Context: an optimization exercise on an open-source flow, tuned for small area, a short achievable clock period and few clock cycles per item. The choices shown serve that exercise and are no tape-out recipe.
Power is estimated from default activity; no workload was simulated.

==> try-juniper <==
==> flow/design.v <==
`timescale 1ns/1ns
`default_nettype none
module conv_top
(
    input  logic        clk,
    input  logic        rst,
    input  logic        start,
    input  logic [19:0] cfg_weight_base,
    input  logic [19:0] cfg_bias_base,
    input  logic [19:0] cfg_data_base,
    input  logic [19:0] cfg_result_base,
    input  logic [9:0]  cfg_rownum,
    input  logic [9:0]  cfg_columnnum,
    input  logic [9:0]  cfg_filternum,
    input  logic [7:0]  mem_rdata,
    output logic        mem_en,
    output logic        mem_we,
    output logic [19:0] mem_addr,
    output logic [7:0]  mem_wdata,
    output logic        conv_finish
);
    localparam logic [1:0] PH_LOAD  = 2'd0;
    localparam logic [1:0] PH_DATA  = 2'd1;
    localparam logic [1:0] PH_DRAIN = 2'd2;
    logic        busy;
    logic [1:0]  phase;
    logic [3:0]  tapcnt;
    logic [19:0] wptr;
    logic [19:0] bptr;
    logic [19:0] rptr;
    logic [19:0] db;
    logic [19:0] cp;           
    logic [9:0]  nrows;
    logic [9:0]  ncols;
    logic [9:0]  rowcnt;       
    logic [9:0]  colcnt;       
    logic [9:0]  filtcnt;      
    logic [1:0]  wrow;         
    logic        rfirst;
    logic        cfirst;
    logic        en_q;
    logic        we_q;
    logic [19:0] addr_q;
    logic [7:0]  wdata_q;
    logic [7:0]  tg0, tg1, tg2, tg3;
    logic        t4_emit_a, t4_emit_b, t4_runlast;
    logic        t5_emit_b, t5_runlast;
    logic        t6_runlast;
    logic        write_due;
    logic        rlast;
    logic        clast;
    logic        flast;
    logic        rd_first;
    logic        rd_last;
    logic [19:0] off;
    logic        off_cin;
    logic [19:0] data_addr;
    logic [7:0]  tag_d;
    assign write_due = t4_emit_a || t5_emit_b;
    assign rlast     = (rowcnt == 10'd1);
    assign clast     = (colcnt == 10'd1);
    assign flast     = (filtcnt == 10'd1);
    assign rd_first  = (wrow == (rfirst ? 2'd1 : 2'd0));
    assign rd_last   = (wrow == (rlast ? 2'd1 : 2'd2));
    always_comb
    begin
        case (wrow)
            2'd0:    begin off = ~{10'd0, ncols}; off_cin = 1'b1; end
            2'd2:    begin off =  {10'd0, ncols}; off_cin = 1'b0; end
            default: begin off = 20'd0;           off_cin = 1'b0; end
        endcase
    end
    assign data_addr = cp + off + {19'd0, off_cin};
    always_comb
    begin
        tag_d = 8'd0;
        if (busy && !write_due)
        begin
            if (phase == PH_LOAD)
                tag_d = {1'b1, 2'd3, 5'd0};
            else if (phase == PH_DATA)
                tag_d = {1'b1, wrow, rd_first, rd_first && cfirst,
                         rd_last && !cfirst, rd_last && clast,
                         rd_last && clast && rlast && flast};
        end
    end
    always_ff @(posedge clk)
    begin
        if (rst)
        begin
            busy    <= 1'b0;
            phase   <= PH_LOAD;
            en_q    <= 1'b0;
            we_q    <= 1'b0;
            tg0     <= 8'd0;
        end
        else
        begin
            tg0  <= tag_d;
            en_q <= 1'b0;
            we_q <= 1'b0;
            if (!busy)
            begin
                if (start)
                begin
                    busy    <= 1'b1;
                    phase   <= PH_LOAD;
                end
            end
            else if (write_due)
            begin
                en_q <= 1'b1;
                we_q <= 1'b1;
            end
            else if (phase == PH_LOAD)
            begin
                en_q <= 1'b1;
                if (tapcnt == 4'd9)
                    phase <= PH_DATA;
            end
            else if (phase == PH_DATA)
            begin
                en_q <= 1'b1;
                if (rd_last && clast && rlast)
                    phase <= flast ? PH_DRAIN : PH_LOAD;
            end
            if (t6_runlast)
                busy <= 1'b0;
        end
    end
    always_ff @(posedge clk)
    begin
        if (!busy)
        begin
            wptr    <= cfg_weight_base;
            bptr    <= cfg_bias_base;
            db      <= cfg_data_base;
            rptr    <= cfg_result_base;
            nrows   <= cfg_rownum;
            ncols   <= cfg_columnnum;
            filtcnt <= cfg_filternum;
            tapcnt  <= 4'd0;
        end
        else if (write_due)
        begin
            addr_q <= rptr;
            rptr   <= rptr + 20'd1;
        end
        else if (phase == PH_LOAD)
        begin
            if (tapcnt == 4'd9)
            begin
                addr_q <= bptr;
                bptr   <= bptr + 20'd1;
                tapcnt <= 4'd0;
                cp     <= db;
                rowcnt <= nrows;
                colcnt <= ncols;
                rfirst <= 1'b1;
                cfirst <= 1'b1;
                wrow   <= 2'd1;
            end
            else
            begin
                addr_q <= wptr;
                wptr   <= wptr + 20'd1;
                tapcnt <= tapcnt + 4'd1;
            end
        end
        else if (phase == PH_DATA)
        begin
            addr_q <= data_addr;
            if (!rd_last)
                wrow <= wrow + 2'd1;
            else
            begin
                cp     <= cp + 20'd1;
                cfirst <= 1'b0;
                wrow   <= rfirst ? 2'd1 : 2'd0;
                colcnt <= colcnt - 10'd1;
                if (clast)
                begin
                    colcnt <= ncols;
                    cfirst <= 1'b1;
                    rowcnt <= rowcnt - 10'd1;
                    rfirst <= 1'b0;
                    wrow   <= 2'd0;
                    if (rlast)
                        filtcnt <= filtcnt - 10'd1;
                end
            end
        end
    end
    assign mem_en    = en_q;
    assign mem_we    = we_q;
    assign mem_addr  = addr_q;
    assign mem_wdata = wdata_q;
    always_ff @(posedge clk)
    begin
        if (rst)
        begin
            tg1         <= 8'd0;
            tg2         <= 8'd0;
            tg3         <= 8'd0;
            t4_emit_a   <= 1'b0;
            t4_emit_b   <= 1'b0;
            t4_runlast  <= 1'b0;
            t5_emit_b   <= 1'b0;
            t5_runlast  <= 1'b0;
            t6_runlast  <= 1'b0;
            conv_finish <= 1'b0;
        end
        else
        begin
            tg1         <= tg0;
            tg2         <= tg1;
            tg3         <= tg2;
            t4_emit_a   <= tg3[7] && tg3[2];
            t4_emit_b   <= tg3[7] && tg3[1];
            t4_runlast  <= tg3[7] && tg3[0];
            t5_emit_b   <= t4_emit_b;
            t5_runlast  <= t4_runlast;
            t6_runlast  <= t5_runlast;
            conv_finish <= t6_runlast;
        end
    end
    function automatic logic [18:0] mac(input logic [18:0] acc,
                                        input logic [7:0]  x,
                                        input logic [7:0]  w);
        logic [8:0]  xe;
        logic [8:0]  mag;
        logic [3:0][8:0] pp;
        logic [3:0]  neg;
        logic        one;
        logic        two;
        logic [18:0] r0, r1, r2, r3, rk;
        logic [18:0] s1, c1, s2, c2, s3, c3, s4, c4;
        xe = {x, 1'b0};
        for (int k = 0; k < 4; k++)
        begin
            one    = xe[2*k+1] ^ xe[2*k];
            two    = (xe[2*k+2] && !xe[2*k+1] && !xe[2*k])
                  || (!xe[2*k+2] && xe[2*k+1] && xe[2*k]);
            neg[k] = xe[2*k+2];
            mag    = one ? {w[7], w} : (two ? {w, 1'b0} : 9'd0);
            pp[k]  = neg[k] ? ~mag : mag;
        end
        r0 = {10'd0, ~pp[0][8], pp[0][7:0]};
        r1 = { 8'd0, ~pp[1][8], pp[1][7:0], 1'b0, neg[0]};
        r2 = { 6'd0, ~pp[2][8], pp[2][7:0], 1'b0, neg[1], 2'd0};
        r3 = { 4'd0, ~pp[3][8], pp[3][7:0], 1'b0, neg[2], 4'd0};
        rk = 19'h7AB00 | {12'd0, neg[3], 6'd0};
        s1 = acc ^ rk ^ r0;
        c1 = ((acc & rk) | (acc & r0) | (rk & r0)) << 1;
        s2 = r1 ^ r2 ^ r3;
        c2 = ((r1 & r2) | (r1 & r3) | (r2 & r3)) << 1;
        s3 = s1 ^ c1 ^ s2;
        c3 = ((s1 & c1) | (s1 & s2) | (c1 & s2)) << 1;
        s4 = s3 ^ c3 ^ c2;
        c4 = ((s3 & c3) | (s3 & c2) | (c3 & c2)) << 1;
        mac = s4 + c4;
    endfunction
    logic [7:0]         pix;
    logic [9:0][7:0]    wreg;          
    logic [7:0]         w_a, w_b, w_d;
    logic               m_data;
    logic               m_first;
    logic               m_initrow;
    logic [7:0]         x;
    logic [18:0]        src_a, src_b, src_d;
    logic [18:0]        sum_a, sum_b, sum_d;
    logic [18:0]        acc_a;
    logic [17:0]        acc_b;
    logic [16:0]        acc_d;
    logic [18:0]        bias_x;
    logic [7:0]         out_b;
    logic [7:0]         sat_a;
    logic [7:0]         sat_b;
    always_ff @(posedge clk)
        pix <= mem_rdata;
    always_ff @(posedge clk)
    begin
        if (tg3[7] && tg3[6:5] == 2'd3)
        begin
            for (int k = 0; k < 9; k++)
                wreg[k] <= wreg[k+1];
            wreg[9] <= pix;
        end
    end
    always_comb
    begin
        case (tg3[6:5])
            2'd0:    begin w_d = wreg[0]; w_b = wreg[1]; w_a = wreg[2]; end
            2'd1:    begin w_d = wreg[3]; w_b = wreg[4]; w_a = wreg[5]; end
            default: begin w_d = wreg[6]; w_b = wreg[7]; w_a = wreg[8]; end
        endcase
    end
    assign m_data    = tg3[7] && (tg3[6:5] != 2'd3);
    assign m_first   = m_data && tg3[4];
    assign m_initrow = tg3[3];
    assign x         = m_data ? pix : 8'd0;
    assign bias_x    = {{11{wreg[9][7]}}, wreg[9]};
    assign src_a = m_first ? {acc_b[17], acc_b} : acc_a;
    assign src_b = m_first ? (m_initrow ? bias_x : {{2{acc_d[16]}}, acc_d})
                           : {acc_b[17], acc_b};
    assign src_d = m_first ? bias_x : {{2{acc_d[16]}}, acc_d};
    assign sum_a = mac(src_a, x, w_a);
    assign sum_b = mac(src_b, x, w_b);
    assign sum_d = mac(src_d, x, w_d);
    always_ff @(posedge clk)
    begin
        acc_a <= sum_a;
        acc_b <= sum_b[17:0];
        acc_d <= sum_d[16:0];
    end
    assign sat_a = acc_a[18] ? 8'd0 : ((|acc_a[17:11]) ? 8'd127 : {1'b0, acc_a[10:4]});
    assign sat_b = acc_b[17] ? 8'd0 : ((|acc_b[16:11]) ? 8'd127 : {1'b0, acc_b[10:4]});
    always_ff @(posedge clk)
    begin
        if (t4_emit_b)
            out_b <= sat_b;
        wdata_q <= t4_emit_a ? sat_a : out_b;
    end
endmodule
`default_nettype wire
==> flow/run.sh <==
#!/bin/bash
# synth_recipe.tcl (not shown) runs the flow's synth.tcl, then flattens the netlist and writes it again
# the make line also repeats each setting of config.mk as NAME=value (left out here)
make -C /OpenROAD-flow-scripts/flow DESIGN_CONFIG=/design/flow/config.mk WORK_HOME=/design/flow/orfs CLKGATE_MAP_FILE= SYNTH_SCRIPT=/design/flow/synth_recipe.tcl finish
==> flow/config.mk <==
export PLATFORM = sky130hd
export DESIGN_NAME = conv_top
export DESIGN_NICKNAME = conv_top
export VERILOG_FILES = /design/flow/design.v
export SDC_FILE = /design/flow/constraint.sdc
export NUM_CORES = 4
export LEC_CHECK = 0
export ABC_CLOCK_PERIOD_IN_PS = 3000
export CAP_MARGIN = 20
export CORE_MARGIN = 2
export CORE_UTILIZATION = 40
export SLEW_MARGIN = 20
==> flow/constraint.sdc <==
create_clock -name core_clock -period 11.5 [get_ports {clk}]
set_input_delay 2.3000 -clock core_clock [delete_from_list [all_inputs] [get_ports {clk}]]
set_output_delay 2.3000 -clock core_clock [all_outputs]
set_load 0.01 [all_outputs]
==> inputs of try-ember, as changes to try-juniper <==
- ABC_CLOCK_PERIOD_IN_PS: 3000 -> default
==> qor summary <==
quantity                                                                             try-ember              try-juniper
Result of the run                                                      complete, no violations  complete, no violations
Cell count after synthesis                                                                2823                     2823
Setup-violating endpoint count in the final report                                           0                        0
Worst EP arrival                                                                       6.80 ns                  6.80 ns
Worst setup endpoint                                                                 acc_d[16]                acc_d[16]
Met3 routed wirelength                                                                 3472 um                  3472 um
Relative contribution of sequential cells to total power                                 36.2%                    36.2%
FILL cells                                                                                6317                     6317
Max-capacitance violation count                                                              0                        0
Parity-gate share of the synthesized area counting xor and xnor cells                   6.225%                   6.225%
Area of the core                                                                     65390 um2                65390 um2
Maximum cell stage delay along the critical path                                       0.77 ns                  0.77 ns
Least-Margin Pin Slew                                                                 1.092 ns                 1.092 ns
Flop and latch count out of synthesis                                                      378                      378
Reg-to-reg critical path startpoint                                                     tg3[5]                   tg3[5]
Shortest period the worst path allows                                                 6.317 ns                 6.317 ns
Function was not checked in any run of this note: the RTL went through the layout flow alone.

==> re-timing with driven ports <==
No port has a modelled driver above. Below, the same layouts with a new extraction and two added sets of constraints. Step 1 sets driving cells, clkbuf_16 on the clock port and buf_2 on the other inputs (assumed; they add their load-dependent delay and slew). Step 2 adds t to the input delays and takes it off the output delays; t is the mean of the earliest and latest rising clock arrival at the registers after step 1. Input paths then give back, and output paths get back, about the clock's delay inside the block. a / b / c = ideal ports / drivers / drivers and shift; a / b = the first two.
run | t (ns) | setup WS [ns] | worst slew at a driven data input, ns
try-juniper | 0.645 | 5.183 / 5.183 / 5.183 | 0.07
try-ember | 0.645 | 5.183 / 5.183 / 5.183 | 0.07
After both steps every run listed still meets setup and hold.
